From an optimization exercise on the open Yosys and OpenROAD flow, aimed at small area, a short achievable clock period and few clock cycles per item; shortcuts taken in it are not production practice.

==> inputs of v39 <==
## fft8_top
module fft8_top
(
    input  logic              clk,
    input  logic              reset,
    input  logic              sample_valid_i,
    input  logic [23:0]       sample_i,
    output logic              accept_o,
    input  logic              out_ready_i,
    output logic              out_valid_o,
    output logic [31:0]       bin_o,
    output logic              complete_o
);
Settings: LEC_CHECK=0, CAP_MARGIN=20, CORE_MARGIN=2, CORE_UTILIZATION=40, SLEW_MARGIN=20; clock period 9.5 ns.
run.sh (not shown) runs the stock make flow with config.mk's settings and CLKGATE_MAP_FILE= SYNTH_SCRIPT=/design/flow/synth_recipe.tcl, a recipe that flattens the netlist after the stock synthesis.
==> v31 (differences from v39) <==
==> flow/design.v (replaced) <==
module fft8_top
(
    input  logic              clk,
    input  logic              reset,
    input  logic              sample_valid_i,
    input  logic [23:0]       sample_i,
    output logic              accept_o,
    input  logic              out_ready_i,
    output logic              out_valid_o,
    output logic [31:0]       bin_o,
    output logic              complete_o
);
    localparam int AW = 14;
    localparam logic [15:0] TW_C = 16'd23170;
    localparam logic [15:0] RND  = 16'd32767;
    logic [1:0] r;
    always_ff @(posedge clk)
    begin
        if (reset)
            r <= 2'd3;
        else
            r <= r + 1'b1;
    end
    logic               iv;
    logic [2:0]         in_n;
    logic signed [11:0] ixr;
    logic signed [11:0] ixi;
    logic [2:0]         tcnt;
    logic               take;
    logic               proc;
    logic               h_free;
    assign proc     = iv & (in_n[0] == r[0])
                    & ((in_n != 3'd7) | (h_free & (r == 2'd3)));
    assign accept_o = ~iv | proc;
    assign take     = sample_valid_i & accept_o;
    always_ff @(posedge clk)
    begin
        if (reset)
        begin
            iv   <= 1'b0;
            tcnt <= '0;
        end
        else
        begin
            if (take)
            begin
                iv   <= 1'b1;
                tcnt <= tcnt + 1'b1;
            end
            else if (proc)
                iv <= 1'b0;
        end
    end
    always_ff @(posedge clk)
    begin
        if (take)
        begin
            in_n <= tcnt;
            ixr  <= sample_i[23:12];
            ixi  <= sample_i[11:0];
        end
    end
    logic signed [AW-1:0] p_re [4];
    logic signed [AW-1:0] p_im [4];
    logic signed [AW-1:0] q_re [4];
    logic signed [AW-1:0] q_im [4];
    logic signed [AW-1:0] s_re [4];
    logic signed [AW-1:0] s_im [4];
    logic [1:0]           m;
    logic                 clr;
    logic signed [AW-1:0] xr;
    logic signed [AW-1:0] xi;
    assign m   = in_n[2:1];
    assign clr = proc & (m == 2'd0);
    assign xr  = proc ? AW'(ixr) : '0;
    assign xi  = proc ? AW'(ixi) : '0;
    always_comb
    begin
        for (int k = 0; k < 4; k++)
        begin
            logic signed [AW-1:0] tr;
            logic signed [AW-1:0] ti;
            logic signed [AW-1:0] br;
            logic signed [AW-1:0] bi;
            case (2'(m * 2'(k)))
                2'd0: begin tr = xr;  ti = xi;  end
                2'd1: begin tr = xi;  ti = -xr; end
                2'd2: begin tr = -xr; ti = -xi; end
                default: begin tr = -xi; ti = xr; end
            endcase
            br = clr ? '0 : q_re[k];
            bi = clr ? '0 : q_im[k];
            s_re[k] = br + tr;
            s_im[k] = bi + ti;
        end
    end
    always_ff @(posedge clk)
    begin
        for (int k = 0; k < 4; k++)
        begin
            p_re[k] <= s_re[k];
            p_im[k] <= s_im[k];
            q_re[k] <= p_re[k];
            q_im[k] <= p_im[k];
        end
    end
    logic signed [AW-1:0] he_re [4];
    logic signed [AW-1:0] he_im [4];
    logic signed [AW-1:0] ho_re [4];
    logic signed [AW-1:0] ho_im [4];
    logic                 hv;
    logic [2:0]           c;
    logic                 rdy;
    logic                 iss;
    logic                 load;
    assign iss    = hv & rdy & (c[1:0] == r);
    assign h_free = ~hv | (iss & (c == 3'd7));
    assign load   = proc & (in_n == 3'd7);
    always_ff @(posedge clk)
    begin
        for (int i = 0; i < 4; i++)
        begin
            if (load)
            begin
                he_re[i] <= p_re[i];
                he_im[i] <= p_im[i];
                ho_re[i] <= s_re[i];
                ho_im[i] <= s_im[i];
            end
            else
            begin
                he_re[i] <= he_re[(i + 1) % 4];
                he_im[i] <= he_im[(i + 1) % 4];
                ho_re[i] <= ho_re[(i + 1) % 4];
                ho_im[i] <= ho_im[(i + 1) % 4];
            end
        end
    end
    always_ff @(posedge clk)
    begin
        if (reset)
        begin
            hv <= 1'b0;
            c  <= '0;
        end
        else if (load)
        begin
            hv <= 1'b1;
            c  <= '0;
        end
        else if (iss)
        begin
            c <= c + 1'b1;
            if (c == 3'd7)
                hv <= 1'b0;
        end
    end
    logic [1:0]         k;
    logic               h;
    logic signed [15:0] er;
    logic signed [15:0] ei;
    logic signed [15:0] orr;
    logic signed [15:0] oi;
    logic signed [15:0] ar;
    logic signed [15:0] br;
    logic signed [15:0] ai;
    logic signed [15:0] bi;
    logic               sub_r;
    logic               sub_i;
    logic signed [15:0] vr;
    logic signed [15:0] vi;
    logic               sg_r;
    logic               sg_i;
    assign k   = r;
    assign h   = c[2];
    assign er  = 16'(he_re[0]);
    assign ei  = 16'(he_im[0]);
    assign orr = 16'(ho_re[0]);
    assign oi  = 16'(ho_im[0]);
    always_comb
    begin
        ar = k[0] ? oi : er;
        br = (k == 2'd2) ? oi : orr;
        ai = k[0] ? oi : ei;
        bi = (k == 2'd0) ? oi : orr;
        case (k)
            2'd0: begin sub_r = h;    sub_i = h;    end
            2'd1: begin sub_r = 1'b0; sub_i = 1'b1; end
            2'd2: begin sub_r = h;    sub_i = ~h;   end
            default: begin sub_r = 1'b1; sub_i = 1'b0; end
        endcase
        vr = sub_r ? ar - br : ar + br;
        vi = sub_i ? ai - bi : ai + bi;
        sg_r = h;
        sg_i = (k == 2'd3) ? ~h : h;
    end
    logic               v1;
    logic signed [15:0] e1r;
    logic signed [15:0] e1i;
    logic signed [15:0] u1r;
    logic signed [15:0] u1i;
    logic [15:0]        k1r;
    logic [15:0]        k1i;
    always_ff @(posedge clk)
    begin
        if (reset)
            v1 <= 1'b0;
        else if (rdy)
            v1 <= iss;
    end
    always_ff @(posedge clk)
    begin
        if (rdy)
        begin
            if (k[0])
            begin
                e1r <= er;
                e1i <= ei;
                u1r <= vr ^ {16{sg_r}};
                u1i <= vi ^ {16{sg_i}};
                k1r <= (h ? RND : 16'd0) + (sg_r ? TW_C : 16'd0);
                k1i <= (h ? RND : 16'd0) + (sg_i ? TW_C : 16'd0);
            end
            else
            begin
                e1r <= vr;
                e1i <= vi;
                u1r <= '0;
                u1i <= '0;
                k1r <= '0;
                k1i <= '0;
            end
        end
    end
    logic signed [33:0] t_re;
    logic signed [33:0] t_im;
    logic [15:0]        x_re;
    logic [15:0]        x_im;
    assign t_re = (34'(e1r) <<< 15) + 34'(u1r) * 34'(TW_C) + 34'(k1r);
    assign t_im = (34'(e1i) <<< 15) + 34'(u1i) * 34'(TW_C) + 34'(k1i);
    assign x_re = t_re[30:15];
    assign x_im = t_im[30:15];
    logic        send;
    logic        fire;
    logic        sk_v;
    logic [31:0] sk_d;
    assign rdy  = ~sk_v;
    assign send = rdy & v1;
    assign fire = out_valid_o & out_ready_i;
    always_ff @(posedge clk)
    begin
        if (reset)
        begin
            out_valid_o <= 1'b0;
            sk_v        <= 1'b0;
        end
        else if (~out_valid_o | fire)
        begin
            out_valid_o <= sk_v | send;
            sk_v        <= 1'b0;
        end
        else if (send)
            sk_v <= 1'b1;
    end
    always_ff @(posedge clk)
    begin
        if (~out_valid_o | fire)
            bin_o <= sk_v ? sk_d : {x_re, x_im};
        if (send & out_valid_o & ~out_ready_i)
            sk_d <= {x_re, x_im};
    end
    logic [2:0] ocnt;
    logic [1:0] fcnt;
    logic [1:0] fcnt_n;
    logic       f_in;
    logic       f_out;
    assign f_in   = take & (tcnt == 3'd7);
    assign f_out  = fire & (ocnt == 3'd7);
    assign fcnt_n = fcnt + 2'(f_in) - 2'(f_out);
    always_ff @(posedge clk)
    begin
        if (reset)
        begin
            ocnt       <= '0;
            fcnt       <= '0;
            complete_o <= 1'b0;
        end
        else
        begin
            if (fire)
                ocnt <= ocnt + 1'b1;
            fcnt       <= fcnt_n;
            complete_o <= (fcnt_n != 2'd0);
        end
    end
endmodule
==> summary.txt <==
| quantity | v31 | v39 |
|---|---|---|
| Final routed wire length divided by cell count | 17.1 um | 18.1 um |
| Number of flip-flops and latches | 627 | 624 |
| Post-placement cell area | 40,000 um2 | 34,300 um2 |
| Depth of the worst register-to-register path | 28 | 14 |
| Outcome | timing/DRC/antenna clean | timing/DRC/antenna clean |
| First-pass GRT wire length | 148 mm | 127 mm |
| Overall die area | 97,700 um2 | 84,000 um2 |
| Count of clock-net buffers in the final layout | 98 | 82 |
| Cell repeated most along the worst path | sky130_fd_sc_hd__ha_1 | sky130_fd_sc_hd__o21a_1 |
| Initial cell density of the core | 40.2% | 40.5% |
| Non-clock buffering overhead | 1.94% | 2.09% |
| Cell Count Post-Placement | 5,356 | 4,397 |
| Sinks on Clock Net | 627 | 624 |
No functional check of the RTL was part of any run of this note.

-- afterwards: timing with drivers on the ports --
Ports are ideal in the flow. The routed layouts listed here were re-timed in OpenROAD.
Step 1 sets driving cells, clkbuf_16 on the clock port and buf_2 on the other inputs (assumed; they add their load-dependent delay and slew).
Step 2 moves the port delays by t, midway between the first and last clock arrival at a register: inputs arrive t later, outputs are due t later. That takes back most of the time a late clock gives input paths.
Three values: ideal, step 1, step 2; two values: the first two.
run | t, ns | setup WS [ns] | worst setup path at the end
v39 | 0.681 | 3.842 / 3.842 / 3.842 | register to register
v31 | 0.686 | 1.698 / 1.698 / 1.698 | register to register
After both steps setup and hold are still met in every run listed.
